From an optimization exercise on the open Yosys and OpenROAD flow, aimed at small area, a short achievable clock period and few clock cycles per item; shortcuts taken in it are not production practice. Only simulation tests tie the RTL to the original design; equivalence was not proved. Power figures rest on the tool's default switching activity, not on a simulated workload.

$ cat config.mk
export PLATFORM = sky130hd
export DESIGN_NAME = combinatorial_sequence_generator
export DESIGN_NICKNAME = combinatorial_sequence_generator
export VERILOG_FILES = /design/flow/design.v
export SDC_FILE = /design/flow/constraint.sdc
export NUM_CORES = 4
export LEC_CHECK = 0
export CAP_MARGIN = 20
export CORE_MARGIN = 2
export CORE_UTILIZATION = 40
export SLEW_MARGIN = 20
$ cat constraint.sdc
create_clock -name core_clock -period 9.0 [get_ports {aclk}]
set_input_delay 1.8000 -clock core_clock [delete_from_list [all_inputs] [get_ports {aclk}]]
set_output_delay 1.8000 -clock core_clock [all_outputs]
set_load 0.01 [all_outputs]
$ cat design.v
package csg_pkg;
    localparam int MAX_ITEMS_DEF = 16;
    localparam int MAX_PICKS_DEF = 8;
    localparam logic [1:0] MODE_WORDS = 2'd0;
    localparam logic [1:0] MODE_PERM  = 2'd1;
    localparam logic [1:0] MODE_COMB  = 2'd2;
    localparam logic [1:0] MODE_MULTI = 2'd3;
    localparam logic [1:0] REQ_ADVANCE = 2'd0;
    localparam logic [1:0] REQ_RESTART = 2'd1;
    localparam logic [1:0] REQ_WRITE   = 2'd2;
    localparam logic [1:0] REQ_NONE    = 2'd3;
    localparam logic [1:0] CFG_MODE  = 2'd0;
    localparam logic [1:0] CFG_ITEMS = 2'd1;
    localparam logic [1:0] CFG_PICKS = 2'd2;
    typedef struct packed {
        logic [3:0]  position_index;
        logic [31:0] item_value;
        logic        last;
        logic        wrapped;
        logic        error;
    } result_t;
endpackage
import csg_pkg::*;
module csg_engine
#(
    parameter int MAX_ITEMS = csg_pkg::MAX_ITEMS_DEF,
    parameter int MAX_PICKS = csg_pkg::MAX_PICKS_DEF
) (
    input  logic        aclk,
    input  logic        aresetn,
    input  logic        init,        
    input  logic        adv,         
    input  logic [1:0]  mode,
    input  logic [3:0]  k,
    input  logic [3:0]  nm1,         
    output logic        wrap,        
    output logic        busy,        
    input  logic [2:0]  rd_sel,
    output logic [3:0]  rd_pos,
    input  logic        chk_en,      
    input  logic [3:0]  chk_idx,
    output logic        chk_hit      
);
    logic [3:0] pos [8];
    logic [7:0] dir;
    logic [2:0] mob;
    logic       mob_none;
    logic [2:0] maxs;        
    logic [7:0] fp;          
    logic       srch1, srch2;
    logic       cpend;       
    logic       wrap_q;
    logic [7:0] cand;
    logic [7:0] kmask, lastk;
    logic       comblike, perm, words;
    always_comb begin
        for (int i = 0; i < 8; i++) begin
            kmask[i] = 4'(i) < k;
            lastk[i] = 4'(i + 1) == k;
        end
    end
    assign comblike = mode == MODE_PERM || mode == MODE_COMB;
    assign perm     = mode == MODE_PERM;
    assign words    = mode == MODE_WORDS;
    assign rd_pos = pos[rd_sel];
    always_comb begin
        chk_hit = chk_en && cpend;
        for (int j = 0; j < 8; j++)
            if (chk_en && kmask[j] && 3'(j) >= rd_sel && (fp[j] || pos[j] == chk_idx))
                chk_hit = 1'b1;
    end
    logic [3:0] pinc [8];
    always_comb begin
        for (int i = 0; i < 8; i++) pinc[i] = pos[i] + 4'd1;
    end
    logic       pfin;
    logic [7:0] mob_oh;
    logic       dm;
    logic [3:0] moved;
    logic [2:0] tgtb;
    logic       atend;
    logic [3:0] ppos [8];
    logic [7:0] pdir;
    assign pfin = (k < 4'd2) || mob_none;
    always_comb begin
        mob_oh = 8'd1 << mob;
        dm     = dir[mob];
        moved  = pos[mob];
        tgtb   = dm ? mob + 3'd1 : mob - 3'd1;
        atend  = dm ? (4'(tgtb) + 4'd1 == k) : (tgtb == 3'd0);
        for (int i = 0; i < 8; i++) begin
            logic is_m, is_t;
            is_m = mob_oh[i];
            is_t = dm ? mob_oh[(i + 7) % 8] : mob_oh[(i + 1) % 8];
            if (is_m) begin
                ppos[i] = dm ? pos[(i + 1) % 8] : pos[(i + 7) % 8];
                pdir[i] = dm ? dir[(i + 1) % 8] : dir[(i + 7) % 8];
            end else if (is_t) begin
                ppos[i] = moved;
                pdir[i] = dm;
            end else begin
                ppos[i] = pos[i];
                pdir[i] = dir[i] ^ (pos[i] > moved);
            end
        end
    end
    logic [3:0] src [8];
    logic [3:0] sinc [8];
    logic [7:0] cmax, allhi, sel, ge;
    logic       wrapc;
    logic [3:0] npos [8];
    logic [7:0] nfp;
    always_comb begin
        for (int i = 0; i < 8; i++) begin
            src[i]  = pos[i];
            sinc[i] = pinc[i];
        end
        for (int i = 0; i < 8; i++) begin
            if (!kmask[i])
                cmax[i] = 1'b1;
            else if (comblike && !lastk[i])
                cmax[i] = src[(i + 1) % 8] == sinc[i];
            else
                cmax[i] = src[i] == nm1;
        end
        allhi[7] = 1'b1;
        for (int i = 6; i >= 0; i--) allhi[i] = allhi[i+1] & cmax[i+1];
        for (int i = 0; i < 8; i++) sel[i] = !cmax[i] && allhi[i];
        wrapc = cmax[0] && allhi[0];
        ge[0] = 1'b0;
        for (int i = 1; i < 8; i++) ge[i] = ge[i-1] | sel[i-1];
        for (int j = 0; j < 8; j++) begin
            if (wrapc)
                npos[j] = (comblike && kmask[j]) ? 4'(j) : 4'd0;
            else if (sel[j])
                npos[j] = sinc[j];
            else if (ge[j] && words)
                npos[j] = 4'd0;
            else
                npos[j] = src[j];
        end
        nfp = (wrapc || words) ? 8'd0 : (ge & kmask);
    end
    assign wrap = wrap_q;
    assign busy = cpend;
    logic [6:0] gtn;
    logic [7:0] mobile, c1a, c1b, c2a, c2b;
    logic [2:0] smob;
    always_comb begin
        for (int i = 0; i < 7; i++) gtn[i] = pos[i] > pos[i + 1];
        for (int i = 0; i < 8; i++) begin
            logic gtl, gtr;
            gtr = (i < 7) ? (kmask[(i + 1) % 8] && gtn[i % 7]) : 1'b0;
            gtl = (i > 0) ? !gtn[(i + 6) % 7] : 1'b0;
            mobile[i] = kmask[i] && (dir[i] ? gtr : gtl);
        end
        for (int i = 0; i < 8; i++) c1a[i] = mobile[i] && (pos[i][3] || !(|(mobile & {pos[7][3], pos[6][3], pos[5][3], pos[4][3], pos[3][3], pos[2][3], pos[1][3], pos[0][3]})));
        for (int i = 0; i < 8; i++) c1b[i] = c1a[i] && (pos[i][2] || !(|(c1a & {pos[7][2], pos[6][2], pos[5][2], pos[4][2], pos[3][2], pos[2][2], pos[1][2], pos[0][2]})));
        for (int i = 0; i < 8; i++) c2a[i] = cand[i] && (pos[i][1] || !(|(cand & {pos[7][1], pos[6][1], pos[5][1], pos[4][1], pos[3][1], pos[2][1], pos[1][1], pos[0][1]})));
        for (int i = 0; i < 8; i++) c2b[i] = c2a[i] && (pos[i][0] || !(|(c2a & {pos[7][0], pos[6][0], pos[5][0], pos[4][0], pos[3][0], pos[2][0], pos[1][0], pos[0][0]})));
        smob = '0;
        for (int i = 0; i < 8; i++) if (c2b[i]) smob = smob | 3'(i);
    end
    always_ff @(posedge aclk) begin
        if (!aresetn) begin
            for (int i = 0; i < 8; i++) pos[i] <= '0;
            dir      <= '0;
            mob      <= '0;
            mob_none <= 1'b0;
            maxs     <= '0;
            fp       <= '0;
            srch1    <= 1'b0;
            srch2    <= 1'b0;
            cpend    <= 1'b0;
            wrap_q   <= 1'b0;
        end else if (init) begin
            for (int i = 0; i < 8; i++) pos[i] <= (comblike && kmask[i]) ? 4'(i) : 4'd0;
            dir      <= '0;
            mob      <= 3'(k - 4'd1);
            mob_none <= 1'b0;
            maxs     <= 3'(k - 4'd1);
            fp       <= '0;
            srch1    <= 1'b0;
            srch2    <= 1'b0;
            cpend    <= 1'b0;
            wrap_q   <= 1'b0;
        end else if (adv && perm && !pfin) begin
            for (int i = 0; i < 8; i++) pos[i] <= ppos[i];
            dir    <= pdir;
            fp     <= '0;
            srch1  <= 1'b0;
            srch2  <= 1'b0;
            wrap_q <= 1'b0;
            if (mob == maxs) begin
                maxs <= tgtb;
                if (!atend) mob <= tgtb;
                else if (k == 4'd2) mob_none <= 1'b1;
                else srch1 <= 1'b1;
            end else begin
                mob <= maxs;
            end
        end else if (adv && perm && k >= 4'd2) begin
            pos[0] <= pos[1];
            pos[1] <= pos[0];
            fp     <= '0;
            srch1  <= 1'b0;
            srch2  <= 1'b0;
            cpend  <= 1'b1;
        end else if (adv || cpend) begin
            for (int i = 0; i < 8; i++) pos[i] <= npos[i];
            fp       <= nfp;
            dir      <= '0;
            mob      <= 3'(k - 4'd1);
            mob_none <= 1'b0;
            maxs     <= 3'(k - 4'd1);
            srch1    <= 1'b0;
            srch2    <= 1'b0;
            cpend    <= 1'b0;
            wrap_q   <= wrapc;
        end else begin
            for (int j = 1; j < 8; j++)
                if (fp[j] && !fp[j-1]) pos[j] <= comblike ? pinc[j-1] : pos[j-1];
            for (int j = 1; j < 8; j++) fp[j] <= fp[j] && fp[j-1];
            fp[0] <= 1'b0;
            srch1 <= 1'b0;
            srch2 <= srch1;
            if (srch1) cand <= c1b;
            if (srch2) begin
                mob      <= smob;
                mob_none <= ~|cand;
            end
        end
    end
endmodule
import csg_pkg::*;
module combinatorial_sequence_generator
#(
    parameter int MAX_ITEMS = csg_pkg::MAX_ITEMS_DEF,
    parameter int MAX_PICKS = csg_pkg::MAX_PICKS_DEF
) (
    input  logic        aclk,
    input  logic        aresetn,
    input  logic        cfg_we,
    input  logic [1:0]  cfg_index,
    input  logic [4:0]  cfg_data,
    input  logic        s_tvalid,
    output logic        s_tready,
    input  logic [39:0] s_tdata,    
    output logic        m_tvalid,
    input  logic        m_tready,
    output logic [39:0] m_tdata,    
    output logic        m_tlast,
    output logic [1:0]  m_tuser     
);
    logic [1:0]  mode_reg;
    logic [4:0]  items_reg;
    logic [3:0]  picks_reg;
    logic        cfg_dirty;     
    logic        cfg_ok;        
    logic [3:0]  nm1_reg;       
    logic [2:0]  km1;
    assign km1 = 3'(picks_reg - 4'd1);
    always_ff @(posedge aclk) begin
        if (!aresetn) begin
            mode_reg  <= MODE_WORDS;
            items_reg <= 5'd2;
            picks_reg <= 4'd1;
            cfg_dirty <= 1'b0;
            cfg_ok    <= 1'b1;
            nm1_reg   <= 4'd1;
        end else begin
            if (cfg_we) begin
                unique case (cfg_index)
                    CFG_MODE:  mode_reg  <= cfg_data[1:0];
                    CFG_ITEMS: items_reg <= cfg_data;
                    CFG_PICKS: picks_reg <= cfg_data[3:0];
                    default: ;
                endcase
            end
            cfg_dirty <= cfg_we && cfg_index != 2'd3;
            if (cfg_dirty) begin
                cfg_ok <= items_reg != 0 && picks_reg != 0 &&
                          int'(items_reg) <= MAX_ITEMS && int'(picks_reg) <= MAX_PICKS &&
                          !((mode_reg == MODE_PERM || mode_reg == MODE_COMB) &&
                            5'(picks_reg) > items_reg);
                nm1_reg <= 4'(items_reg - 5'd1);
            end
        end
    end
    logic        rdy_q;         
    logic        in_v;          
    logic [1:0]  in_type;
    logic [3:0]  in_idx;
    logic        q2_v;          
    logic [1:0]  q2_type;
    logic [3:0]  q2_idx;
    logic [31:0] in_data;       
    logic        wr_ok;         
    logic        emitting;      
    logic        err_pend;      
    logic [2:0]  cnt;
    logic        p0v, p1v;      
    logic [3:0]  p0idx, p1idx;
    logic        p0last, p1last, p0wrap, p1wrap, p0err, p1err;
    logic [3:0]  res_pos;
    logic [31:0] res_val;
    logic        res_last, res_wrap, res_err;
    logic [31:0] vtab [MAX_ITEMS];
    assign s_tready = rdy_q;
    logic       eng_wrap, eng_busy, chk_hit;
    logic [3:0] rd_pos;
    logic go, pop, push, src_free, is_wr, is_rst, wr_conf, idle;
    logic fire, step_fire, err_fire, wr_fire, take;
    logic emitting_n, err_pend_n, p0v_n, p1v_n, in_v_n, in_wr_n, q2_v_n, q2_wr_n, t_v, t_wr;
    logic n_idx_last, n_err;
    logic [3:0] n_idx;
    always_comb begin
        go        = !m_tvalid || m_tready;
        pop       = go && p0v;
        push      = (err_pend || (emitting && !eng_busy)) && !p1v;
        src_free  = !(emitting || err_pend) || (push && (err_pend || cnt == km1));
        is_wr     = in_type == REQ_WRITE;
        is_rst    = in_type == REQ_RESTART;
        idle      = !(emitting || err_pend || p0v || p1v);
        wr_conf   = chk_hit || (p0v && p0idx == in_idx) || (p1v && p1idx == in_idx);
        step_fire = in_v && !is_wr && cfg_ok && src_free;
        err_fire  = in_v && !is_wr && !cfg_ok && src_free;
        wr_fire   = in_v && is_wr && (idle || wr_ok);
        fire      = step_fire || err_fire || wr_fire;
        take      = s_tvalid && rdy_q;
        n_idx      = err_pend ? 4'd0 : rd_pos;
        n_idx_last = err_pend || cnt == km1;
        n_err      = err_pend;
        emitting_n = emitting;
        err_pend_n = err_pend;
        if (push) begin
            if (err_pend) err_pend_n = 1'b0;
            else if (cnt == km1) emitting_n = 1'b0;
        end
        if (step_fire) emitting_n = 1'b1;
        if (err_fire) err_pend_n = 1'b1;
        if (pop) begin
            p0v_n = p1v || push;
            p1v_n = p1v && push;
        end else begin
            p0v_n = p0v || push;
            p1v_n = p1v || (p0v && push);
        end
        t_v  = take && s_tdata[1:0] != REQ_NONE;
        t_wr = s_tdata[1:0] == REQ_WRITE;
        if (in_v && !fire) begin
            in_v_n  = 1'b1;
            in_wr_n = is_wr;
            q2_v_n  = q2_v || t_v;
            q2_wr_n = q2_v ? q2_type == REQ_WRITE : t_wr;
        end else if (q2_v) begin
            in_v_n  = 1'b1;
            in_wr_n = q2_type == REQ_WRITE;
            q2_v_n  = t_v;
            q2_wr_n = t_wr;
        end else begin
            in_v_n  = t_v;
            in_wr_n = t_wr;
            q2_v_n  = 1'b0;
            q2_wr_n = t_wr;
        end
    end
    csg_engine #(.MAX_ITEMS(MAX_ITEMS), .MAX_PICKS(MAX_PICKS)) u_engine (
        .aclk(aclk), .aresetn(aresetn),
        .init(cfg_dirty || (step_fire && is_rst)),
        .adv(step_fire && !is_rst),
        .mode(mode_reg), .k(picks_reg), .nm1(nm1_reg),
        .wrap(eng_wrap), .busy(eng_busy),
        .rd_sel(cnt), .rd_pos(rd_pos),
        .chk_en(emitting), .chk_idx(in_idx), .chk_hit(chk_hit)
    );
    always_ff @(posedge aclk) begin
        if (rdy_q) in_data <= s_tdata[37:6];
        if (in_v && !fire) begin
            if (!q2_v) begin
                q2_type <= s_tdata[1:0];
                q2_idx  <= s_tdata[5:2];
            end
        end else if (q2_v) begin
            in_type <= q2_type;
            in_idx  <= q2_idx;
            q2_type <= s_tdata[1:0];
            q2_idx  <= s_tdata[5:2];
        end else begin
            in_type <= s_tdata[1:0];
            in_idx  <= s_tdata[5:2];
        end
    end
    always_ff @(posedge aclk) begin
        if (wr_fire || (!aresetn && in_v && is_wr)) vtab[in_idx] <= in_data;
        else if (!aresetn && q2_v && q2_type == REQ_WRITE) vtab[q2_idx] <= in_data;
    end
    always_ff @(posedge aclk) begin
        if (pop) begin
            res_pos  <= p0idx;
            res_val  <= p0err ? 32'd0 : vtab[p0idx];
            res_last <= p0last;
            res_wrap <= p0wrap;
            res_err  <= p0err;
        end
        if (pop && p1v) begin
            p0idx  <= p1idx;
            p0last <= p1last;
            p0wrap <= p1wrap;
            p0err  <= p1err;
        end else if (pop || !p0v) begin
            p0idx  <= n_idx;
            p0last <= n_idx_last;
            p0wrap <= eng_wrap;
            p0err  <= n_err;
        end
        if (pop || !p1v) begin
            p1idx  <= n_idx;
            p1last <= n_idx_last;
            p1wrap <= eng_wrap;
            p1err  <= n_err;
        end
    end
    always_ff @(posedge aclk) begin
        if (!aresetn) begin
            rdy_q    <= 1'b1;
            in_v     <= 1'b0;
            q2_v     <= 1'b0;
            wr_ok    <= 1'b0;
            m_tvalid <= 1'b0;
            emitting <= 1'b0;
            err_pend <= 1'b0;
            p0v      <= 1'b0;
            p1v      <= 1'b0;
            cnt      <= '0;
        end else begin
            in_v     <= in_v_n;
            q2_v     <= q2_v_n;
            rdy_q    <= !in_v_n || (!q2_v_n && !in_wr_n) ||
                        (!q2_v_n && !emitting_n && !err_pend_n && !p0v_n && !p1v_n);
            wr_ok    <= in_v && is_wr && !wr_fire && !wr_conf;
            emitting <= emitting_n;
            err_pend <= err_pend_n;
            p0v      <= p0v_n;
            p1v      <= p1v_n;
            if (go) m_tvalid <= p0v;
            if (push && !err_pend) cnt <= cnt + 3'd1;
            if (step_fire) cnt <= '0;
        end
    end
    assign m_tdata = {4'd0, res_val, res_pos};
    assign m_tlast = res_last;
    assign m_tuser = {res_err, res_wrap};
endmodule
$ cat run.sh
#!/bin/bash
# synth_recipe.tcl (not shown) runs the flow's synth.tcl, then flattens the netlist and writes it again
# the make line also repeats each setting of config.mk as NAME=value (left out here)
make -C /OpenROAD-flow-scripts/flow DESIGN_CONFIG=/design/flow/config.mk WORK_HOME=/design/flow/orfs CLKGATE_MAP_FILE= SYNTH_SCRIPT=/design/flow/synth_recipe.tcl finish
==> results.sh, run 1 <==
export IMPL_cp_start_kind="register"
export IMPL_synth_warnings=8
export IMPL_largest_register_ffs=512
export IMPL_grt_pass1_vias=23300
export IMPL_synth_avg_cell_area_sq_um=13.9
export IMPL_setup_violations=0
export IMPL_finalMaxSlewViolations=0
export IMPL_cts_tree="built"
export IMPL_r2r_start="u_engine.mob[2]$_SDFFE_PN0P_"
export IMPL_clk_latency_ns=0.66
export IMPL_hold_depth=0
export IMPL_rows=108
export IMPL_wl_mm=108
export IMPL_regMostFlops="vtab"
export IMPL_fin_crit_sh=0.655
export IMPL_pwr_share_clk=0.399
export IMPL_cts_root_buf="clkbuf_16"
export IMPL_dieArea_sq_mm=0.0892
export IMPL_final_cell_mix="edfxtp_1 (617), mux4_2 (164), nand2_1 (159), nor2_1 (109), a21oi_1 (107)"
export IMPL_worstPathRequired_ns=9.53
export IMPL_path_max_fanout=22
export IMPL_drcViolationCount=0
export IMPL_ys_ff_latch=704
export IMPL_routabilityCongestion=0.978
export IMPL_path_cells="clkinv_1, ha_1, or4_1, nand2b_1, a31oi_1, inv_1, ha_1, o21a_1, o21a_1, o21ai_0, xor2_1, a221o_1, o21ai_0, a32o_1"
export IMPL_h_tree_depth=3
export IMPL_overflow=0
export IMPL_async_reset_ff_frac=0
export IMPL_clock_fmax_mhz=170
export IMPL_start_util=0.402
export IMPL_cts_buffer_depth=3
export IMPL_io_pins=97
export IMPL_min_period_ns=5.89
export IMPL_synthFlopType="edfxtp_1"
export IMPL_grt_pass1_wl_mm=157
export IMPL_fin_cells=3801
export IMPL_synthCells=2503
export IMPL_grt_max_degree=110
export IMPL_via_per_inst=6.18
export IMPL_skew_ns=0.0773
export IMPL_post_cts_resized=0
export IMPL_internal_power_w=0.00587
export IMPL_seq_area_sq_mm=0.0203
export IMPL_fp_dieW_um=299
export IMPL_status="complete, no violations"
export IMPL_cp_startpoint="u_engine.mob[2]$_SDFFE_PN0P_"
export IMPL_hold_path_class="reg2reg"
export IMPL_switchingPower_w=0.00210
export IMPL_grt_antenna_before_repair=3
export IMPL_ant_nets=0
export IMPL_cp_data_arrival_time_ns=6.43
export IMPL_hold_viol=0
export IMPL_portBuffers=90
export IMPL_ctsHoldBuffers=0
export IMPL_netSwitchingFraction=0.264
export IMPL_final_nets=2726
export IMPL_cts_sinks=704
export IMPL_worst_pin_slew_ns=1.15
export IMPL_coreArea_sq_mm=0.0865
export IMPL_drive_above_1_share=0.162
export IMPL_p_leak_nw=12.8
export IMPL_relSlewSlack=0.226
export IMPL_num_vias=23500
export IMPL_hpwl_mm=66.3
export IMPL_slowest_stage="dfxtp_1"
export IMPL_multi_input_area_sq_mm=0.0137
export IMPL_clk_pin_slew_ns=0.06
export IMPL_rrSetupSlack_ns=3.11
export IMPL_die_y_um=299
export IMPL_comb_power_share=0.137
export IMPL_yosys_area_top_type_share=0.533
export IMPL_worstHoldStart="p0last$_DFFE_PP_"
export IMPL_drtIter0Drc=2881
export IMPL_synth_cell_types=97
export IMPL_grt_usage=0.239
export IMPL_power_density_mw_per_mm2=201
export IMPL_endpoint_kind="register"
export IMPL_drt_wirelength_per_cell_um=28.4
export IMPL_nFillCells=7562
export IMPL_worstSetupPathType="reg2reg"
export IMPL_synth_area_top_cells="edfxtp_1 (53%), mux4_2 (11%), dfxtp_1 (5.0%)"
export IMPL_maxCapViolations=0
export IMPL_tns_ns=0
export IMPL_syn_to_final_growth_pct=14.3
export IMPL_synth_enable_flop_cells=617
export IMPL_reg2reg_depth=14
export IMPL_seqPwrFrac=0.464
export IMPL_netlist_area_sq_mm=0.0347
export IMPL_yosys_area_top_type="edfxtp_1"
export IMPL_synth_yosys_seq_area_share=0.583
export IMPL_critPathMaxStageDelay_ns=0.88
export IMPL_ir_drop_mv=0.141
export IMPL_numCtsBuffers=79
export IMPL_rsz0062_at_grt="no"
export IMPL_dp_cells=3657
export IMPL_firstDrtPassIters=8
export IMPL_post_cts_buffers=0
export IMPL_final_common_cell="edfxtp_1"
-- critical path: cells and delay by family, from the launching register on --
kind | cells | cell delay (ns)
AOI/OAI and AO/OA | 7 | 1.79
xor gates and xnor gates | 1 | 0.21
adders and majority gates | 2 | 1.03
buffers and inverters | 2 | 0.94
DFF | 1 | 0.88
and+or+nand+nor | 2 | 0.91
-- synth_stat cells (43+ instances only) --
library cell	count
xor2_1	50
dfxtp_1	87
xnor2_1	95
nand2_1	159
nor2b_1	59
edfxtp_1	617
nand4_1	43
mux4_2	164
mux2i_1	47
inv_1	62
ha_1	91
clkbuf_1	103
o21ai_0	78
nor2_1	126
a21oi_1	107
-- per-layer routing --
layer	GRT usage	up-vias	wire length (um)
li1	-	10000	-
met1	0.339	12100	45800
met2	0.365	1161	48700
met3	0.0451	247	9370
met4	0.0929	2	4100
met5	0	-	8
-- worst paths after layout --
path,endpoint
worst max-delay path,u_engine.dir[2]$_SDFFE_PP0P_
worst max register to register,u_engine.dir[2]$_SDFFE_PP0P_
worst min register to register,res_last$_DFFE_PP_
worst min-delay path,res_last$_DFFE_PP_
-- per-stage QoR --
step | hold WS [ns] | power (W) | utilization | worst slack, ns | cell area [sq um]
2_1_floorplan | 0.400 | 0.00446 | - | 4.21 | 34800
3_3_place_gp | 0.410 | 0.00481 | 0.429 | 3.24 | 37100
3_5_place_dp | 0.412 | 0.00483 | 0.429 | 3.26 | 37100
4_1_cts | 0.399 | 0.00801 | 0.459 | 3.22 | 39700
5_1_grt | 0.409 | 0.00825 | 0.459 | 2.70 | 39700
6_report | 0.415 | 0.00798 | 0.459 | 3.11 | 39700
-- power groups by stage --
stage	Combinational (W)	Clock (W)	Sequential (W)
2_1_floorplan	0.000749	0	0.00371
3_3_place_gp	0.00105	0	0.00376
3_5_place_dp	0.00107	0	0.00376
4_1_cts	0.00108	0.00323	0.00370
5_1_grt	0.00118	0.00337	0.00370
6_report	0.00110	0.00318	0.00370
-- cell families (layout without fill, tap and decap cells) --
logic type | after synthesis | count (layout) | share of synthesized area
compound gates | 522 | 522 | 0.106
xor+xnor | 154 | 154 | 0.0425
fa+ha+maj | 92 | 92 | 0.0331
buf+inv | 236 | 374 | 0.0276
flops | 704 | 704 | 0.583
mux | 235 | 235 | 0.128
other cells | 1 | 6 | 0.000108
simple gates | 559 | 559 | 0.0796
-- area by class of cell --
type | count | share of cell area
multi-input cells | 1566 | 0.344
clock buffers | 97 | 0.0517
well taps | 1155 | 0.0364
inverters | 65 | 0.00614
clock inverters | 45 | 0.0133
flip-flops and latches | 704 | 0.510
diodes | 2 | 0.000126
repair buffers | 167 | 0.0376
Testbench counts, summed over its fixed seeds: cycles 19,096, results 17,712.
==> run 2: changes to the inputs <==
--- a/design.v
+++ b/design.v
@@ -32,5 +32,5 @@
     input  logic        adv,         
     input  logic [1:0]  mode,
-    input  logic [3:0]  k,
+    input  logic [7:0]  kmask,       
     input  logic [3:0]  nm1,         
     output logic        wrap,        
@@ -44,7 +44,7 @@
     logic [3:0] pos [8];
     logic [7:0] dir;
-    logic [2:0] mob;
+    logic [7:0] mob;         
     logic       mob_none;
-    logic [2:0] maxs;        
+    logic [7:0] maxs;        
     logic [7:0] fp;          
     logic       srch1, srch2;
@@ -52,12 +52,10 @@
     logic       wrap_q;
     logic [7:0] cand;
-    logic [7:0] kmask, lastk;
+    logic [7:0] lastk;       
+    logic       k_lt2, k_eq2;
     logic       comblike, perm, words;
-    always_comb begin
-        for (int i = 0; i < 8; i++) begin
-            kmask[i] = 4'(i) < k;
-            lastk[i] = 4'(i + 1) == k;
-        end
-    end
+    assign lastk = kmask & ~{1'b0, kmask[7:1]};
+    assign k_lt2 = !kmask[1];
+    assign k_eq2 = kmask[1] && !kmask[2];
     assign comblike = mode == MODE_PERM || mode == MODE_COMB;
     assign perm     = mode == MODE_PERM;
@@ -75,22 +73,21 @@
     end
     logic       pfin;
-    logic [7:0] mob_oh;
     logic       dm;
     logic [3:0] moved;
-    logic [2:0] tgtb;
+    logic [7:0] tgt;
     logic       atend;
     logic [3:0] ppos [8];
     logic [7:0] pdir;
-    assign pfin = (k < 4'd2) || mob_none;
+    assign pfin = k_lt2 || mob_none;
     always_comb begin
-        mob_oh = 8'd1 << mob;
-        dm     = dir[mob];
-        moved  = pos[mob];
-        tgtb   = dm ? mob + 3'd1 : mob - 3'd1;
-        atend  = dm ? (4'(tgtb) + 4'd1 == k) : (tgtb == 3'd0);
+        dm     = |(mob & dir);
+        moved  = '0;
+        for (int i = 0; i < 8; i++) moved = moved | (mob[i] ? pos[i] : 4'd0);
+        tgt    = dm ? {mob[6:0], 1'b0} : {1'b0, mob[7:1]};
+        atend  = dm ? |(tgt & lastk) : tgt[0];
         for (int i = 0; i < 8; i++) begin
             logic is_m, is_t;
-            is_m = mob_oh[i];
-            is_t = dm ? mob_oh[(i + 7) % 8] : mob_oh[(i + 1) % 8];
+            is_m = mob[i];
+            is_t = tgt[i];
             if (is_m) begin
                 ppos[i] = dm ? pos[(i + 1) % 8] : pos[(i + 7) % 8];
@@ -146,5 +143,4 @@
     logic [6:0] gtn;
     logic [7:0] mobile, c1a, c1b, c2a, c2b;
-    logic [2:0] smob;
     always_comb begin
         for (int i = 0; i < 7; i++) gtn[i] = pos[i] > pos[i + 1];
@@ -159,6 +155,4 @@
         for (int i = 0; i < 8; i++) c2a[i] = cand[i] && (pos[i][1] || !(|(cand & {pos[7][1], pos[6][1], pos[5][1], pos[4][1], pos[3][1], pos[2][1], pos[1][1], pos[0][1]})));
         for (int i = 0; i < 8; i++) c2b[i] = c2a[i] && (pos[i][0] || !(|(c2a & {pos[7][0], pos[6][0], pos[5][0], pos[4][0], pos[3][0], pos[2][0], pos[1][0], pos[0][0]})));
-        smob = '0;
-        for (int i = 0; i < 8; i++) if (c2b[i]) smob = smob | 3'(i);
     end
     always_ff @(posedge aclk) begin
@@ -166,7 +160,7 @@
             for (int i = 0; i < 8; i++) pos[i] <= '0;
             dir      <= '0;
-            mob      <= '0;
+            mob      <= 8'd1;
             mob_none <= 1'b0;
-            maxs     <= '0;
+            maxs     <= 8'd1;
             fp       <= '0;
             srch1    <= 1'b0;
@@ -177,7 +171,7 @@
             for (int i = 0; i < 8; i++) pos[i] <= (comblike && kmask[i]) ? 4'(i) : 4'd0;
             dir      <= '0;
-            mob      <= 3'(k - 4'd1);
+            mob      <= lastk;
             mob_none <= 1'b0;
-            maxs     <= 3'(k - 4'd1);
+            maxs     <= lastk;
             fp       <= '0;
             srch1    <= 1'b0;
@@ -192,13 +186,13 @@
             srch2  <= 1'b0;
             wrap_q <= 1'b0;
-            if (mob == maxs) begin
-                maxs <= tgtb;
-                if (!atend) mob <= tgtb;
-                else if (k == 4'd2) mob_none <= 1'b1;
+            if (|(mob & maxs)) begin
+                maxs <= tgt;
+                if (!atend) mob <= tgt;
+                else if (k_eq2) mob_none <= 1'b1;
                 else srch1 <= 1'b1;
             end else begin
                 mob <= maxs;
             end
-        end else if (adv && perm && k >= 4'd2) begin
+        end else if (adv && perm && !k_lt2) begin
             pos[0] <= pos[1];
             pos[1] <= pos[0];
@@ -211,7 +205,7 @@
             fp       <= nfp;
             dir      <= '0;
-            mob      <= 3'(k - 4'd1);
+            mob      <= lastk;
             mob_none <= 1'b0;
-            maxs     <= 3'(k - 4'd1);
+            maxs     <= lastk;
             srch1    <= 1'b0;
             srch2    <= 1'b0;
@@ -227,5 +221,5 @@
             if (srch1) cand <= c1b;
             if (srch2) begin
-                mob      <= smob;
+                mob      <= c2b;
                 mob_none <= ~|cand;
             end
@@ -260,4 +254,5 @@
     logic [3:0]  nm1_reg;       
     logic [2:0]  km1;
+    logic [7:0]  kmask_reg;     
     assign km1 = 3'(picks_reg - 4'd1);
     always_ff @(posedge aclk) begin
@@ -269,4 +264,5 @@
             cfg_ok    <= 1'b1;
             nm1_reg   <= 4'd1;
+            kmask_reg <= 8'd1;
         end else begin
             if (cfg_we) begin
@@ -274,5 +270,8 @@
                     CFG_MODE:  mode_reg  <= cfg_data[1:0];
                     CFG_ITEMS: items_reg <= cfg_data;
-                    CFG_PICKS: picks_reg <= cfg_data[3:0];
+                    CFG_PICKS: begin
+                        picks_reg <= cfg_data[3:0];
+                        for (int i = 0; i < 8; i++) kmask_reg[i] <= 4'(i) < cfg_data[3:0];
+                    end
                     default: ;
                 endcase
@@ -370,5 +369,5 @@
         .init(cfg_dirty || (step_fire && is_rst)),
         .adv(step_fire && !is_rst),
-        .mode(mode_reg), .k(picks_reg), .nm1(nm1_reg),
+        .mode(mode_reg), .kmask(kmask_reg), .nm1(nm1_reg),
         .wrap(eng_wrap), .busy(eng_busy),
         .rd_sel(cnt), .rd_pos(rd_pos),
@@ -377,5 +376,10 @@
     always_ff @(posedge aclk) begin
         if (rdy_q) in_data <= s_tdata[37:6];
-        if (in_v && !fire) begin
+        if (!aresetn) begin
+            if (!(in_v && is_wr && !wr_fire)) begin
+                in_type <= q2_type;
+                in_idx  <= q2_idx;
+            end
+        end else if (in_v && !fire) begin
             if (!q2_v) begin
                 q2_type <= s_tdata[1:0];
@@ -393,6 +397,5 @@
     end
     always_ff @(posedge aclk) begin
-        if (wr_fire || (!aresetn && in_v && is_wr)) vtab[in_idx] <= in_data;
-        else if (!aresetn && q2_v && q2_type == REQ_WRITE) vtab[q2_idx] <= in_data;
+        if (wr_fire) vtab[in_idx] <= in_data;
     end
     always_ff @(posedge aclk) begin
@@ -424,6 +427,6 @@
     always_ff @(posedge aclk) begin
         if (!aresetn) begin
-            rdy_q    <= 1'b1;
-            in_v     <= 1'b0;
+            rdy_q    <= 1'b0;
+            in_v     <= (in_v && is_wr && !wr_fire) || (q2_v && q2_type == REQ_WRITE);
             q2_v     <= 1'b0;
             wr_ok    <= 1'b0;
--- a/config.mk
+++ b/config.mk
@@ -9,3 +9,4 @@
 export CORE_MARGIN = 2
 export CORE_UTILIZATION = 40
+export SETUP_SLACK_MARGIN = 5
 export SLEW_MARGIN = 20
==> results.sh, run 2 <==
export IMPL_cp_data_arrival_time_ns=4.60
export IMPL_grt_pass1_wl_mm=152
export IMPL_rows=107
export IMPL_worstSetupPathType="reg2reg"
export IMPL_overflow=0
export IMPL_synth_area_top_cells="edfxtp_1 (54%), mux4_2 (10%), dfxtp_1 (6.0%)"
export IMPL_cp_start_kind="register"
export IMPL_cp_startpoint="u_engine.pos[0][0]$_SDFFE_PP0P_"
export IMPL_h_tree_depth=3
export IMPL_drive_above_1_share=0.176
export IMPL_grt_antenna_before_repair=2
export IMPL_start_util=0.404
export IMPL_portBuffers=90
export IMPL_cts_tree="built"
export IMPL_yosys_area_top_type="edfxtp_1"
export IMPL_cpMostUsedCell="or4_1"
export IMPL_worstPathRequired_ns=9.56
export IMPL_synthTopCellsByCount="edfxtp_1 (617), nand2_1 (173), mux4_2 (160), nor2_1 (145), a21oi_1 (119)"
export IMPL_rsz0062_at_grt="yes"
export IMPL_hold_path_class="reg2reg"
export IMPL_largest_register_ffs=512
export IMPL_finalMaxSlewViolations=0
export IMPL_status="complete, no violations"
export IMPL_drtIter0Drc=2700
export IMPL_synth_yosys_seq_area_share=0.599
export IMPL_wl_mm=103
export IMPL_via_per_inst=6.11
export IMPL_num_vias=23100
export IMPL_die_y_um=297
export IMPL_synth_avg_cell_area_sq_um=13.7
export IMPL_grt_max_degree=114
export IMPL_firstDrtPassIters=6
export IMPL_final_cell_mix="edfxtp_1 (617), nand2_1 (170), mux4_2 (160), nor2_1 (130), a21oi_1 (117)"
export IMPL_synthFlopType="edfxtp_1"
export IMPL_netlist_area_sq_mm=0.0344
export IMPL_cts_root_buf="clkbuf_16"
export IMPL_syn_to_final_growth_pct=14.8
export IMPL_routabilityCongestion=0.968
export IMPL_skew_ns=0.0438
export IMPL_yosysMostFrequentCell="edfxtp_1"
export IMPL_hpwl_mm=63.0
export IMPL_postLayoutCellArea_sq_mm=0.0395
export IMPL_io_pins=97
export IMPL_synth_enable_flop_cells=617
export IMPL_placed_area_sq_mm=0.0367
export IMPL_path_buf_inv=1
export IMPL_ant_nets=0
export IMPL_grt_pass1_vias=22700
export IMPL_final_nets=2704
export IMPL_final_common_cell="edfxtp_1"
export IMPL_clk_latency_ns=0.65
export IMPL_async_reset_ff_frac=0
export IMPL_power_density_mw_per_mm2=213
export IMPL_tns_ns=0
export IMPL_worst_pin_slew_ns=1.08
export IMPL_min_period_ns=4.04
export IMPL_cts_buffer_depth=3
export IMPL_clk_pin_slew_ns=0.06
export IMPL_endpoint_kind="register"
export IMPL_drcViolationCount=0
export IMPL_slowest_stage="dfxtp_2"
export IMPL_setup_violations=0
export IMPL_fp_dieW_um=297
export IMPL_synth_cell_types=86
export IMPL_drt_wirelength_per_cell_um=27.1
export IMPL_r2r_start="u_engine.pos[0][0]$_SDFFE_PP0P_"
export IMPL_path_max_fanout=13
export IMPL_ys_ff_latch=721
export IMPL_synthCells=2504
export IMPL_yosys_area_top_type_share=0.538
export IMPL_clock_fmax_mhz=248
export IMPL_coreArea_sq_mm=0.0853
export IMPL_ir_drop_mv=0.141
export IMPL_synth_warnings=8
export IMPL_numCtsBuffers=77
export IMPL_p_leak_nw=12.6
export IMPL_fin_crit_sh=0.449
export IMPL_maxCapViolations=0
export IMPL_relSlewSlack=0.274
export IMPL_critPathTopFamily="simple AND/OR/NAND/NOR gates"
export IMPL_critPathMaxStageDelay_ns=0.60
export IMPL_dieArea_sq_mm=0.0884
export IMPL_regMostFlops="vtab"
export IMPL_grt_usage=0.229
export IMPL_cts_sinks=721
export IMPL_worstHoldStart="p0last$_DFFE_PP_"
export IMPL_path_cells="inv_1, ha_1, nand2b_1, or4_1, o221ai_2, nand2_2, nor3_4, nand3_4, o2111a_1, or4_1, o311ai_1"
export IMPL_hold_viol=0
==> run 2: cell count changes after synthesis, moves of 13 or more <==
cell	previous run	this run
o21a_1	29	2
o21ai_0	78	105
mux2i_1	47	21
nand4_1	43	18
nor2_1	126	145
a22oi_1	15	33
a31oi_1	25	43
dfxtp_1	87	104
xnor2_1	95	78
a221oi_1	5	19
nand2_1	159	173
clkbuf_1	103	116
==> run 2: power by group <==
part           total [W]  internal [W]  switching [W]
registers        0.00390       0.00373       0.000171
clock network    0.00316       0.00180        0.00136
logic            0.00135      0.000542       0.000806
==> run 2: metrics by stage <==
step | utilization | setup slack (ns) | cells | total power (W) | hold slack, ns
after floorplan | - | 5.09 | 2507 | 0.00478 | 0.400
after global placement | 0.430 | 4.21 | 3622 | 0.00522 | 0.412
after detailed placement | 0.430 | 4.22 | 3624 | 0.00525 | 0.419
after CTS | 0.461 | 4.90 | 3771 | 0.00841 | 0.422
after global routing | 0.463 | 4.95 | 3780 | 0.00872 | 0.426
final | 0.463 | 4.96 | 3782 | 0.00840 | 0.421
==> run 2: timing repair <==
action	CTS	global route
pin swaps	0	5
hold buffers	0	0
buffers inserted	3	8
endpoints found under the setup margin	60	40
resized for setup	26	26
==> run 2: per-layer routing <==
layer  wire length (um)  track usage
met2              46500        0.354
met1              43300        0.319
met3               8540       0.0460
met5                  0            0
met4               4200       0.0881
==> run 2: layout make-up <==
type	instances	area (sq um)
Timing Repair Buffer	177	1610
Clock inverter	47	515
Sequential cell	721	20600
Tap cell	1144	1430
Clock buffer	97	2030
Fill cell	7488	45800
Antenna cell	2	5.00
Inverter	65	254
Multi-Input combinational cell	1529	13000
==> run 2: final timing paths <==
path / to / depth (start not counted) / slack, ns
hold / removal: res_last$_DFFE_PP_ / 0 / 0.42
hold reg to reg: res_last$_DFFE_PP_ / 0 / 0.42
setup / recovery: u_engine.pos[1][0]$_SDFFE_PN0P_ / 11 / 4.96
setup reg to reg: u_engine.pos[1][0]$_SDFFE_PN0P_ / 11 / 4.96
==> run 2: cell families after synthesis <==
logic type / after synthesis / synth area share
DFF: 721 / 0.599
AOI/OAI and AO/OA: 517 / 0.102
other: 1 / 0.000109
and+or+nand+nor: 587 / 0.0830
xor gates and xnor gates: 140 / 0.0402
muxes: 200 / 0.117
buffers and inverters: 257 / 0.0301
adders and majority gates: 81 / 0.0294
==> run 2: worst reg2reg max path, cell delays in order (launching register included) <==
cell	delay, ns
dfxtp_2	0.60
inv_1	0.29
ha_1	0.36
nand2b_1	0.16
or4_1	0.55
o221ai_2	0.23
nand2_2	0.19
nor3_4	0.38
nand3_4	0.28
o2111a_1	0.36
or4_1	0.47
o311ai_1	0.09
Testbench counts of run 2, summed over its fixed seeds: cycles 19,104, results 17,712.
==> run 3: changes to the inputs <==
--- a/config.mk
+++ b/config.mk
@@ -8,5 +8,6 @@
 export CAP_MARGIN = 20
 export CORE_MARGIN = 2
-export CORE_UTILIZATION = 40
+export CORE_UTILIZATION = 65
+export CTS_BUF_LIST = sky130_fd_sc_hd__clkbuf_4 sky130_fd_sc_hd__clkbuf_8
 export SETUP_SLACK_MARGIN = 5
 export SLEW_MARGIN = 20
==> results.sh, run 3 <==
export IMPL_synth_area_top_cells="edfxtp_1 (54%), mux4_2 (10%), dfxtp_1 (6.0%)"
export IMPL_cp_depth=6
export IMPL_path_buf_inv=3
export IMPL_maxCapViolations=0
export IMPL_grt_pass1_vias=22800
export IMPL_drive_above_1_share=0.193
export IMPL_hold_depth=2
export IMPL_ant_nets=0
export IMPL_io_pins=97
export IMPL_final_common_cell="edfxtp_1"
export IMPL_p_leak_nw=12.5
export IMPL_fp_dieW_um=234
export IMPL_rows=84
export IMPL_clk_pin_slew_ns=0.07
export IMPL_coreArea_sq_mm=0.0524
export IMPL_synth_warnings=8
export IMPL_status="complete, no violations"
export IMPL_setup_violations=0
export IMPL_endpoint_kind="register"
export IMPL_largest_register_ffs=512
export IMPL_grt_antenna_before_repair=0
export IMPL_h_tree_depth=3
export IMPL_synth_yosys_seq_area_share=0.599
export IMPL_cp_data_arrival_time_ns=4.54
export IMPL_critPathTopFamily="simple AND/OR/NAND/NOR gates"
export IMPL_reg2reg_depth=9
export IMPL_synthCells=2504
export IMPL_drtIter0Drc=3371
export IMPL_critPathMaxStageDelay_ns=0.75
export IMPL_finalMaxSlewViolations=0
export IMPL_fin_cells=3369
export IMPL_drcViolationCount=0
export IMPL_yosys_area_top_type="edfxtp_1"
export IMPL_cts_tree="built"
export IMPL_syn_to_final_growth_pct=11.6
export IMPL_final_nets=2724
export IMPL_portBuffers=90
export IMPL_cts_buffer_depth=3
export IMPL_rsz0062_at_grt="no"
export IMPL_grt_usage=0.368
export IMPL_hold_path_class="reg2reg"
export IMPL_drt_wirelength_per_cell_um=29.7
export IMPL_fin_util=0.733
export IMPL_cp_start_kind="primary input"
export IMPL_firstDrtPassIters=8
export IMPL_hold_viol=0
export IMPL_async_reset_ff_frac=0
export IMPL_via_per_inst=7.00
export IMPL_dieArea_sq_mm=0.0548
export IMPL_postLayoutCellArea_sq_mm=0.0384
export IMPL_num_vias=23600
export IMPL_start_util=0.656
export IMPL_grt_pass1_wl_mm=145
export IMPL_wl_mm=99.9
export IMPL_path_max_fanout=30
export IMPL_ys_ff_latch=721
export IMPL_yosysMostFrequentCell="edfxtp_1"
export IMPL_synth_enable_flop_cells=617
export IMPL_synth_avg_cell_area_sq_um=13.7
export IMPL_regMostFlops="vtab"
export IMPL_clock_fmax_mhz=255
export IMPL_worstPathRequired_ns=9.62
export IMPL_cts_root_buf="clkbuf_8"
export IMPL_yosys_area_top_type_share=0.538
export IMPL_synth_cell_types=86
export IMPL_fin_crit_sh=0.436
export IMPL_power_density_mw_per_mm2=205
export IMPL_grt_max_degree=110
export IMPL_dp_cells=3151
export IMPL_path_cells="clkdlybuf4s50_1, buf_4, inv_2, nor2_1, nand2_1, nor4_1"
export IMPL_overflow=0
export IMPL_placed_area_sq_mm=0.0360
export IMPL_die_y_um=234
export IMPL_synthTopCellsByCount="edfxtp_1 (617), nand2_1 (173), mux4_2 (160), nor2_1 (145), a21oi_1 (119)"
export IMPL_synthFlopType="edfxtp_1"
export IMPL_relSlewSlack=0.240
export IMPL_worst_pin_slew_ns=1.13
export IMPL_worstSetupPathType="in2reg"
export IMPL_skew_ns=0.0541
export IMPL_ir_drop_mv=0.186
export IMPL_clk_latency_ns=0.75
export IMPL_netlist_area_sq_mm=0.0344
export IMPL_slowest_stage="nor2_1"
export IMPL_numCtsBuffers=110
export IMPL_routabilityCongestion=1.02
export IMPL_tns_ns=0
export IMPL_hpwl_mm=59.8
export IMPL_min_period_ns=3.92
export IMPL_cts_sinks=721
export IMPL_final_cell_mix="edfxtp_1 (617), nand2_1 (171), mux4_2 (160), nor2_1 (131), a21oi_1 (117)"
[run 3: cell count changes in the layout (fill, tap and decap cells not counted), sizes merged, moves of 2 or more]
cell      change
clkinv        +9
bufinv        -3
inv           +2
buf          -14
clkinvlp      +3
clkbuf       +46
[run 3: cell families after synthesis]
group / synth area share
muxes: 0.117
buffers and inverters: 0.0301
adders and majority gates: 0.0294
AOI/OAI and AO/OA: 0.102
xor gates and xnor gates: 0.0402
and+or+nand+nor: 0.0830
DFF: 0.599
other: 0.000109
[run 3: worst reg2reg max path: cells and delay by family, from the launching register on]
| kind | cells | cell delay, ns |
|---|---|---|
| XOR/XNOR | 1 | 0.47 |
| flip-flops | 1 | 0.59 |
| AND/OR/NAND/NOR | 2 | 1.21 |
| AO/OA/AOI/OAI | 5 | 1.31 |
| buffers and inverters | 1 | 0.29 |
[run 3: area by class of cell]
type | count | area [sq um]
Antenna cell | 1 | 2.50
Multi-Input combinational cell | 1530 | 13000
Sequential cell | 721 | 20600
Inverter | 65 | 256
Clock buffer | 143 | 1770
Tap cell | 688 | 861
Clock inverter | 58 | 390
Timing Repair Buffer | 163 | 1470
Fill cell | 3323 | 14000
[run 3: power breakdown]
group          internal (W)  switching (W)  leakage, nW
clock network       0.00139        0.00128         1.14
registers           0.00373       0.000189         6.49
logic              0.000531       0.000780         4.84
total               0.00565        0.00225         12.5
[run 3: worst paths after layout]
check	from	end	slack (ns)
min reg2reg	u_engine.fp[4]$_SDFF_PP0_	u_engine.fp[5]$_SDFF_PP0_	0.44
min	u_engine.fp[4]$_SDFF_PP0_	u_engine.fp[5]$_SDFF_PP0_	0.44
max reg2reg	cnt[2]$_SDFFE_PP0P_	u_engine.pos[4][0]$_SDFFE_PN0P_	5.12
max	aresetn	u_engine.fp[1]$_SDFF_PP0_	5.08
[run 3: per-layer routing]
| layer | global-route usage | up-vias | part of all wire |
|---|---|---|---|
| met4 | 0.157 | 0 | 0.047 |
| li1 | - | 9927 | - |
| met1 | 0.505 | 11800 | 0.38 |
| met5 | 0 | - | 0 |
| met3 | 0.0856 | 333 | 0.11 |
| met2 | 0.570 | 1559 | 0.46 |
[run 3: what timing repair did]
item / in CTS / in global routing
gates resized for setup: 33 / 19
gates cloned: 1 / 0
setup buffers: 5 / 10
endpoints found under the setup margin: 67 / 46
pin swaps: 3 / 5
hold buffers: 0 / 0
[run 3: through the flow]
stage                     hold slack (ns)  power [W]  setup WS (ns)
after floorplan                     0.400    0.00478           5.09
after global placement              0.452    0.00519           4.17
after detailed placement            0.461    0.00523           4.07
after CTS                           0.446    0.00786           5.02
after global routing                0.474    0.00816           5.00
final                               0.442    0.00789           5.08
==> run 4: changes to the inputs <==
==> flow/run.sh (new file) <==
#!/bin/bash
set -e
cd "$(dirname "$0")/.."
echo 'export SETUP_SLACK_MARGIN = 6' >> config.mk
bash standard.sh finish > standard_flow.log 2>&1
==> standard.sh (new file) <==
#!/bin/bash
# synth_recipe.tcl (not shown) runs the flow's synth.tcl, then flattens the netlist and writes it again
# the make line also repeats each setting of config.mk as NAME=value (left out here)
make -C /OpenROAD-flow-scripts/flow DESIGN_CONFIG=/design/flow/config.mk WORK_HOME=/design/flow/orfs CLKGATE_MAP_FILE= SYNTH_SCRIPT=/design/flow/synth_recipe.tcl "${@:-finish}"
--- a/config.mk
+++ b/config.mk
@@ -10,4 +10,4 @@
 export CORE_UTILIZATION = 65
 export CTS_BUF_LIST = sky130_fd_sc_hd__clkbuf_4 sky130_fd_sc_hd__clkbuf_8
-export SETUP_SLACK_MARGIN = 5
 export SLEW_MARGIN = 20
+export SETUP_SLACK_MARGIN = 6
removed: run.sh
==> results.sh, run 4 <==
export IMPL_grt_max_degree=130
export IMPL_yosys_area_top_type_share=0.538
export IMPL_cp_start_kind="register"
export IMPL_syn_to_final_growth_pct=23.5
export IMPL_pwr_share_clk=0.327
export IMPL_hpwl_mm=59.5
export IMPL_portBuffers=90
export IMPL_cts_buffer_depth=3
export IMPL_dieArea_sq_mm=0.0548
export IMPL_clock_fmax_mhz=306
export IMPL_start_util=0.656
export IMPL_worst_pin_slew_ns=0.919
export IMPL_synth_enable_flop_cells=617
export IMPL_maxCapViolations=0
export IMPL_worstHoldStart="p0wrap$_DFFE_PP_"
export IMPL_synth_area_top_cells="edfxtp_1 (54%), mux4_2 (10%), dfxtp_1 (6.0%)"
export IMPL_largest_register_ffs=512
export IMPL_hold_path_class="reg2reg"
export IMPL_grt_pass1_vias=24800
export IMPL_path_cells="inv_1, ha_1, and2_4, a32o_2, a32o_2, a22oi_2, buf_4, and3_4, o211ai_1, o311a_1, and2_4, o221a_4"
export IMPL_overflow=0
export IMPL_coreArea_sq_mm=0.0524
export IMPL_critPathTopFamily="compound AO/OA/AOI/OAI gates"
export IMPL_path_max_fanout=6
export IMPL_netlist_area_sq_mm=0.0344
export IMPL_skew_ns=0.0338
export IMPL_min_period_ns=3.26
export IMPL_comb_power_share=0.219
export IMPL_via_per_inst=7.18
export IMPL_cts_root_buf="clkbuf_8"
export IMPL_worstPathRequired_ns=9.46
export IMPL_critPathMaxStageDelay_ns=0.35
export IMPL_cts_sinks=721
export IMPL_clk_latency_ns=0.74
export IMPL_cts_tree="built"
export IMPL_r2r_start="u_engine.pos[3][2]$_SDFFE_PN0P_"
export IMPL_finalMaxSlewViolations=0
export IMPL_ys_ff_latch=721
export IMPL_ant_nets=0
export IMPL_endpoint_kind="register"
export IMPL_grt_pass1_wl_mm=161
export IMPL_num_vias=25800
export IMPL_path_buf_inv=2
export IMPL_power_density_mw_per_mm2=201
export IMPL_synthCells=2504
export IMPL_ir_drop_mv=0.143
export IMPL_final_common_cell="edfxtp_1"
export IMPL_h_tree_depth=3
export IMPL_tns_ns=0
export IMPL_drcViolationCount=0
export IMPL_synth_warnings=8
export IMPL_nFillCells=2774
export IMPL_wl_mm=114
export IMPL_final_cell_mix="edfxtp_1 (617), buf_4 (215), mux4_2 (160), nand2_1 (150), nor2_1 (119)"
export IMPL_grt_antenna_before_repair=1
export IMPL_setup_ws_ns=5.74
export IMPL_multi_input_area_sq_mm=0.0147
export IMPL_cp_depth=12
export IMPL_hold_depth=0
export IMPL_io_pins=97
export IMPL_hold_viol=0
export IMPL_synth_avg_cell_area_sq_um=13.7
export IMPL_worstSetupPathType="reg2reg"
export IMPL_synth_yosys_seq_area_share=0.599
export IMPL_netSwitchingFraction=0.297
export IMPL_internal_power_w=0.00602
export IMPL_synth_cell_types=86
export IMPL_clk_pin_slew_ns=0.06
export IMPL_cp_startpoint="u_engine.pos[3][2]$_SDFFE_PN0P_"
export IMPL_seqPwrFrac=0.453
export IMPL_rsz0062_at_grt="yes"
export IMPL_yosysMostFrequentCell="edfxtp_1"
export IMPL_cp_data_arrival_time_ns=3.73
export IMPL_drive_above_1_share=0.356
export IMPL_synthTopCellsByCount="edfxtp_1 (617), nand2_1 (173), mux4_2 (160), nor2_1 (145), a21oi_1 (119)"
export IMPL_fin_crit_sh=0.363
export IMPL_p_leak_nw=14.2
export IMPL_yosys_area_top_type="edfxtp_1"
export IMPL_seq_area_sq_mm=0.0207
export IMPL_routabilityCongestion=1.01
export IMPL_setup_violations=0
export IMPL_firstDrtPassIters=9
export IMPL_drt_wirelength_per_cell_um=31.7
export IMPL_status="complete, no violations"
export IMPL_async_reset_ff_frac=0
export IMPL_rows=84
export IMPL_die_y_um=234
export IMPL_regMostFlops="vtab"
export IMPL_reg2reg_depth=12
export IMPL_final_nets=2949
export IMPL_synthFlopType="edfxtp_1"
export IMPL_switchingPower_w=0.00254
export IMPL_numCtsBuffers=111
export IMPL_slowest_stage="dfxtp_4"
export IMPL_dp_slack_ns=4.35
export IMPL_fp_dieW_um=234
export IMPL_relSlewSlack=0.387
export IMPL_drtIter0Drc=3748
export IMPL_grt_usage=0.410
## run 4: cell counts after synthesis
No cell type changed its count.
## run 4: final timing paths
| kind | end | slack (ns) |
|---|---|---|
| max | u_engine.cand[2]$_DFFE_PP_ | 5.74 |
| min | res_wrap$_DFFE_PP_ | 0.43 |
| max reg2reg | u_engine.cand[2]$_DFFE_PP_ | 5.74 |
| min reg2reg | res_wrap$_DFFE_PP_ | 0.43 |
## run 4: layer usage
metal  vias up  wire length [um]  part of all wire  track usage
li1      10400                 -                 -            -
met1     12600             38800              0.34        0.513
met2      2181             52700              0.46        0.637
met3       648             14100              0.12        0.108
met4         0              8580             0.075        0.264
met5         -                 0                 0            0
## run 4: cell families (layout without fill, tap and decap cells)
group                      Yosys count  after routing  share of synthesized area
buffers and inverters              257            657                     0.0301
AOI/OAI and AO/OA                  517            517                      0.102
muxes                              200            200                      0.117
other                                1              6                   0.000109
and+or+nand+nor                    587            589                     0.0830
DFF                                721            721                      0.599
xor gates and xnor gates           140            140                     0.0402
adders and majority gates           81             81                     0.0294
## run 4: worst reg2reg max path, stage by stage (launching register included)
cell and delay, ns:
dfxtp_4 0.35, inv_1 0.23, ha_1 0.30, and2_4 0.17, a32o_2 0.31, a32o_2 0.29, a22oi_2 0.22, buf_4 0.16
and3_4 0.21, o211ai_1 0.13, o311a_1 0.19, and2_4 0.18, o221a_4 0.25
## run 4: layout make-up
| class | instances | share of cell area |
|---|---|---|
| flip-flops and latches | 721 | 0.488 |
| multi-input cells | 1531 | 0.346 |
| repair buffers | 386 | 0.0855 |
| clock buffers | 136 | 0.0408 |
| well taps | 688 | 0.0202 |
| clock inverters | 70 | 0.0123 |
| inverters | 65 | 0.00721 |
| diodes | 2 | 0.000118 |
## run 4: power by group through the flow
stage	registers (W)	logic, W	clock network, W
3_3_place_gp	0.00397	0.00122	0
3_5_place_dp	0.00398	0.00125	0
4_1_cts	0.00386	0.00158	0.00280
2_1_floorplan	0.00386	0.000940	0
5_1_grt	0.00388	0.00195	0.00296
6_report	0.00388	0.00188	0.00280
## run 4: timing repair
item                                    in CTS  in global routing
pin swaps                                   87                104
resized for setup                          487                197
hold buffers                                 0                  0
gates cloned                                10                  1
setup buffers                              175                 52
endpoints found under the setup margin     199                315
## run 4: through the flow
stage	instance area [sq um]	hold slack [ns]	std cells	utilization	total power [W]
after floorplan	34700	0.400	2507	-	0.00480
after global placement	36100	0.406	3153	0.689	0.00519
after detailed placement	36100	0.417	3153	0.689	0.00523
after CTS	41100	0.437	3544	0.784	0.00824
after global routing	42500	0.432	3598	0.811	0.00880
final	42500	0.434	3599	0.811	0.00856
==> run 5: changes to the inputs <==
--- a/design.v
+++ b/design.v
@@ -157,16 +157,5 @@
     end
     always_ff @(posedge aclk) begin
-        if (!aresetn) begin
-            for (int i = 0; i < 8; i++) pos[i] <= '0;
-            dir      <= '0;
-            mob      <= 8'd1;
-            mob_none <= 1'b0;
-            maxs     <= 8'd1;
-            fp       <= '0;
-            srch1    <= 1'b0;
-            srch2    <= 1'b0;
-            cpend    <= 1'b0;
-            wrap_q   <= 1'b0;
-        end else if (init) begin
+        if (init) begin
             for (int i = 0; i < 8; i++) pos[i] <= (comblike && kmask[i]) ? 4'(i) : 4'd0;
             dir      <= '0;
@@ -261,5 +250,5 @@
             items_reg <= 5'd2;
             picks_reg <= 4'd1;
-            cfg_dirty <= 1'b0;
+            cfg_dirty <= 1'b1;     
             cfg_ok    <= 1'b1;
             nm1_reg   <= 4'd1;
@@ -299,7 +288,8 @@
     logic        err_pend;      
     logic [2:0]  cnt;
-    logic        p0v, p1v;      
-    logic [3:0]  p0idx, p1idx;
-    logic        p0last, p1last, p0wrap, p1wrap, p0err, p1err;
+    logic        pav, pbv;      
+    logic [3:0]  paidx, pbidx;
+    logic        palast, pblast, pawrap, pbwrap, paerr, pberr;
+    logic        prp, pwp;      
     logic [3:0]  res_pos;
     logic [31:0] res_val;
@@ -311,16 +301,25 @@
     logic go, pop, push, src_free, is_wr, is_rst, wr_conf, idle;
     logic fire, step_fire, err_fire, wr_fire, take;
-    logic emitting_n, err_pend_n, p0v_n, p1v_n, in_v_n, in_wr_n, q2_v_n, q2_wr_n, t_v, t_wr;
+    logic nonempty, full;
+    logic [3:0] h_idx;
+    logic h_last, h_wrap, h_err;
+    logic emitting_n, err_pend_n, pav_n, pbv_n, in_v_n, in_wr_n, q2_v_n, q2_wr_n, t_v, t_wr;
     logic n_idx_last, n_err;
     logic [3:0] n_idx;
     always_comb begin
         go        = !m_tvalid || m_tready;
-        pop       = go && p0v;
-        push      = (err_pend || (emitting && !eng_busy)) && !p1v;
+        nonempty  = pav || pbv;
+        full      = pav && pbv;
+        h_idx     = prp ? pbidx : paidx;
+        h_last    = prp ? pblast : palast;
+        h_wrap    = prp ? pbwrap : pawrap;
+        h_err     = prp ? pberr : paerr;
+        pop       = go && nonempty;
+        push      = (err_pend || (emitting && !eng_busy)) && !full;
         src_free  = !(emitting || err_pend) || (push && (err_pend || cnt == km1));
         is_wr     = in_type == REQ_WRITE;
         is_rst    = in_type == REQ_RESTART;
-        idle      = !(emitting || err_pend || p0v || p1v);
-        wr_conf   = chk_hit || (p0v && p0idx == in_idx) || (p1v && p1idx == in_idx);
+        idle      = !(emitting || err_pend || nonempty);
+        wr_conf   = chk_hit || (pav && paidx == in_idx) || (pbv && pbidx == in_idx);
         step_fire = in_v && !is_wr && cfg_ok && src_free;
         err_fire  = in_v && !is_wr && !cfg_ok && src_free;
@@ -339,11 +338,6 @@
         if (step_fire) emitting_n = 1'b1;
         if (err_fire) err_pend_n = 1'b1;
-        if (pop) begin
-            p0v_n = p1v || push;
-            p1v_n = p1v && push;
-        end else begin
-            p0v_n = p0v || push;
-            p1v_n = p1v || (p0v && push);
-        end
+        pav_n = (pav && !(pop && !prp)) || (push && !pwp);
+        pbv_n = (pbv && !(pop && prp)) || (push && pwp);
         t_v  = take && s_tdata[1:0] != REQ_NONE;
         t_wr = s_tdata[1:0] == REQ_WRITE;
@@ -401,26 +395,21 @@
     always_ff @(posedge aclk) begin
         if (pop) begin
-            res_pos  <= p0idx;
-            res_val  <= p0err ? 32'd0 : vtab[p0idx];
-            res_last <= p0last;
-            res_wrap <= p0wrap;
-            res_err  <= p0err;
+            res_pos  <= h_idx;
+            res_val  <= h_err ? 32'd0 : vtab[h_idx];
+            res_last <= h_last;
+            res_wrap <= h_wrap;
+            res_err  <= h_err;
         end
-        if (pop && p1v) begin
-            p0idx  <= p1idx;
-            p0last <= p1last;
-            p0wrap <= p1wrap;
-            p0err  <= p1err;
-        end else if (pop || !p0v) begin
-            p0idx  <= n_idx;
-            p0last <= n_idx_last;
-            p0wrap <= eng_wrap;
-            p0err  <= n_err;
+        if (push && !pwp) begin
+            paidx  <= n_idx;
+            palast <= n_idx_last;
+            pawrap <= eng_wrap;
+            paerr  <= n_err;
         end
-        if (pop || !p1v) begin
-            p1idx  <= n_idx;
-            p1last <= n_idx_last;
-            p1wrap <= eng_wrap;
-            p1err  <= n_err;
+        if (push && pwp) begin
+            pbidx  <= n_idx;
+            pblast <= n_idx_last;
+            pbwrap <= eng_wrap;
+            pberr  <= n_err;
         end
     end
@@ -434,6 +423,8 @@
             emitting <= 1'b0;
             err_pend <= 1'b0;
-            p0v      <= 1'b0;
-            p1v      <= 1'b0;
+            pav      <= 1'b0;
+            pbv      <= 1'b0;
+            prp      <= 1'b0;
+            pwp      <= 1'b0;
             cnt      <= '0;
         end else begin
@@ -441,11 +432,13 @@
             q2_v     <= q2_v_n;
             rdy_q    <= !in_v_n || (!q2_v_n && !in_wr_n) ||
-                        (!q2_v_n && !emitting_n && !err_pend_n && !p0v_n && !p1v_n);
+                        (!q2_v_n && !emitting_n && !err_pend_n && !pav_n && !pbv_n);
             wr_ok    <= in_v && is_wr && !wr_fire && !wr_conf;
             emitting <= emitting_n;
             err_pend <= err_pend_n;
-            p0v      <= p0v_n;
-            p1v      <= p1v_n;
-            if (go) m_tvalid <= p0v;
+            pav      <= pav_n;
+            pbv      <= pbv_n;
+            if (pop) prp <= !prp;
+            if (push) pwp <= !pwp;
+            if (go) m_tvalid <= nonempty;
             if (push && !err_pend) cnt <= cnt + 3'd1;
             if (step_fire) cnt <= '0;
--- a/config.mk
+++ b/config.mk
@@ -9,5 +9,7 @@
 export CORE_MARGIN = 2
 export CORE_UTILIZATION = 65
-export CTS_BUF_LIST = sky130_fd_sc_hd__clkbuf_4 sky130_fd_sc_hd__clkbuf_8
+export CTS_BUF_LIST = sky130_fd_sc_hd__clkbuf_8 sky130_fd_sc_hd__clkbuf_16
+export CTS_CLUSTER_DIAMETER = 80
+export CTS_CLUSTER_SIZE = 20
 export SLEW_MARGIN = 20
 export SETUP_SLACK_MARGIN = 6
==> results.sh, run 5 <==
export IMPL_status="complete, no violations"
export IMPL_ant_nets=0
export IMPL_netlist_area_sq_mm=0.0352
export IMPL_largest_register_ffs=512
export IMPL_fp_dieW_um=237
export IMPL_synth_cell_types=98
export IMPL_yosys_area_top_type_share=0.564
export IMPL_rows=85
export IMPL_h_tree_depth=2
export IMPL_die_y_um=237
export IMPL_p_leak_nw=14.9
export IMPL_grt_usage=0.385
export IMPL_finalMaxSlewViolations=0
export IMPL_relSlewSlack=0.322
export IMPL_yosys_area_top_type="edfxtp_1"
export IMPL_power_density_mw_per_mm2=206
export IMPL_dieArea_sq_mm=0.0560
export IMPL_worst_pin_slew_ns=0.991
export IMPL_routabilityCongestion=0.977
export IMPL_grt_pass1_vias=26700
export IMPL_grt_max_degree=101
export IMPL_drtIter0Drc=4680
export IMPL_wl_mm=114
export IMPL_synth_yosys_seq_area_share=0.599
export IMPL_synthCells=3158
export IMPL_portBuffers=90
export IMPL_regMostFlops="vtab"
export IMPL_synth_avg_cell_area_sq_um=11.1
export IMPL_fin_total_pwr_w=0.00862
export IMPL_synth_warnings=8
export IMPL_cp_start_kind="register"
export IMPL_tns_ns=0
export IMPL_drcViolationCount=0
export IMPL_async_reset_ff_frac=0
export IMPL_clk_latency_ns=0.63
export IMPL_nFillCells=3280
export IMPL_maxCapViolations=0
export IMPL_firstDrtPassIters=12
export IMPL_cts_sinks=723
export IMPL_worstSetupPathType="reg2reg"
export IMPL_path_max_fanout=14
export IMPL_min_period_ns=3.42
export IMPL_final_common_cell="nand2_1"
export IMPL_cp_data_arrival_time_ns=3.81
export IMPL_via_per_inst=6.99
export IMPL_coreArea_sq_mm=0.0537
export IMPL_dp_cells=3767
export IMPL_yosysMostFrequentCell="nand2_1"
export IMPL_io_pins=97
export IMPL_antennaDiodeCount=0
export IMPL_hold_path_class="reg2reg"
export IMPL_drt_wirelength_per_cell_um=27.8
export IMPL_overflow=0
export IMPL_start_util=0.656
export IMPL_fin_util=0.781
export IMPL_synth_area_top_cells="edfxtp_1 (56%), nand2_1 (7.3%), dfxtp_1 (3.5%)"
export IMPL_worstPathRequired_ns=9.38
export IMPL_hold_viol=0
export IMPL_endpoint_kind="register"
export IMPL_final_cell_mix="nand2_1 (671), edfxtp_1 (661), buf_4 (210), nand3_1 (160), a311oi_1 (97)"
export IMPL_hpwl_mm=58.3
export IMPL_grt_antenna_before_repair=2
export IMPL_grt_pass1_wl_mm=161
export IMPL_drive_above_1_share=0.203
export IMPL_numCtsBuffers=45
export IMPL_ir_drop_mv=0.175
export IMPL_ys_ff_latch=723
export IMPL_fin_cells=4093
export IMPL_synthFlopType="edfxtp_1"
export IMPL_fin_crit_sh=0.380
export IMPL_num_vias=28600
==> run 5: worst paths after layout <==
| kind | cells past startpoint | end | start | slack, ns |
|---|---|---|---|---|
| hold / removal | 1 | u_engine.srch2$_SDFF_PP0_ | u_engine.srch1$_SDFF_PP0_ | 0.48 |
| hold reg to reg | 1 | u_engine.srch2$_SDFF_PP0_ | u_engine.srch1$_SDFF_PP0_ | 0.48 |
| setup / recovery | 11 | u_engine.cand[0]$_DFFE_PP_ | u_engine.pos[2][1]$_DFFE_PP_ | 5.58 |
| setup reg to reg | 11 | u_engine.cand[0]$_DFFE_PP_ | u_engine.pos[2][1]$_DFFE_PP_ | 5.58 |
==> run 5: final cells by class <==
class,count,area (sq um),area share
sequential,723,21100,0.504
clock buffer,47,1160,0.0278
multi-input combinational,2136,14400,0.343
clock inverter,16,161,0.00385
timing repair buffer,413,3950,0.0942
inverter,62,295,0.00704
tap,696,871,0.0208
==> run 5: through the flow <==
step	instance area, sq um	setup slack (ns)	hold slack, ns
after floorplan	35400	5.64	0.424
after global placement	36700	4.57	0.457
after detailed placement	36700	4.55	0.457
after CTS	40200	5.73	0.482
after global routing	41900	5.52	0.497
final	41900	5.58	0.482
==> run 5: repair_timing <==
| action | in CTS | in global routing |
|---|---|---|
| gates resized for setup | 374 | 210 |
| cloned | 9 | 6 |
| pin swaps | 44 | 116 |
| endpoints found under the setup margin | 252 | 411 |
| setup buffers | 148 | 100 |
==> run 5: worst max-delay path, cell delays in order (launching register included) <==
cell      delay [ns]
edfxtp_1        0.45
buf_6           0.21
ha_1            0.30
and4_1          0.26
a21oi_1         0.14
nand3_1         0.10
or4_4           0.54
nor3_4          0.36
nor2b_4         0.22
o22a_1          0.14
and4bb_4        0.22
o221a_4         0.22
==> run 5: cells by family after synthesis <==
group / count (synthesis) / synth area share
and+or+nand+nor: 1221 / 0.159
DFF: 723 / 0.599
AOI/OAI and AO/OA: 641 / 0.129
buffers and inverters: 308 / 0.0365
xor gates and xnor gates: 150 / 0.0377
adders and majority gates: 81 / 0.0288
muxes: 33 / 0.00992
other: 1 / 0.000107
==> run 5: layer usage <==
metal | GRT usage | up-vias | share of wire | routed length [um]
li1 | - | 12200 | - | -
met1 | 0.505 | 13700 | 0.36 | 40500
met2 | 0.605 | 2168 | 0.45 | 51300
met3 | 0.0846 | 605 | 0.12 | 14000
met4 | 0.207 | 2 | 0.071 | 8040
met5 | 0 | - | 0.00011 | 12
==> run 5: power breakdown <==
part	total, W	switching, W	internal (W)
Clock	0.00209	0.00112	0.000967
Sequential	0.00395	0.000140	0.00381
Combinational	0.00258	0.00157	0.00101
Total	0.00862	0.00284	0.00579
Testbench counts of run 5, summed over its fixed seeds: cycles 19,104, results 17,712.

Check on run 5: ideal ports give 5.578 ns setup slack; a clkbuf_16 on the clock port and buf_2 on the inputs give 5.578 ns; moving port delays by the midpoint clock arrival (0.674 ns) as well gives 5.477 ns.
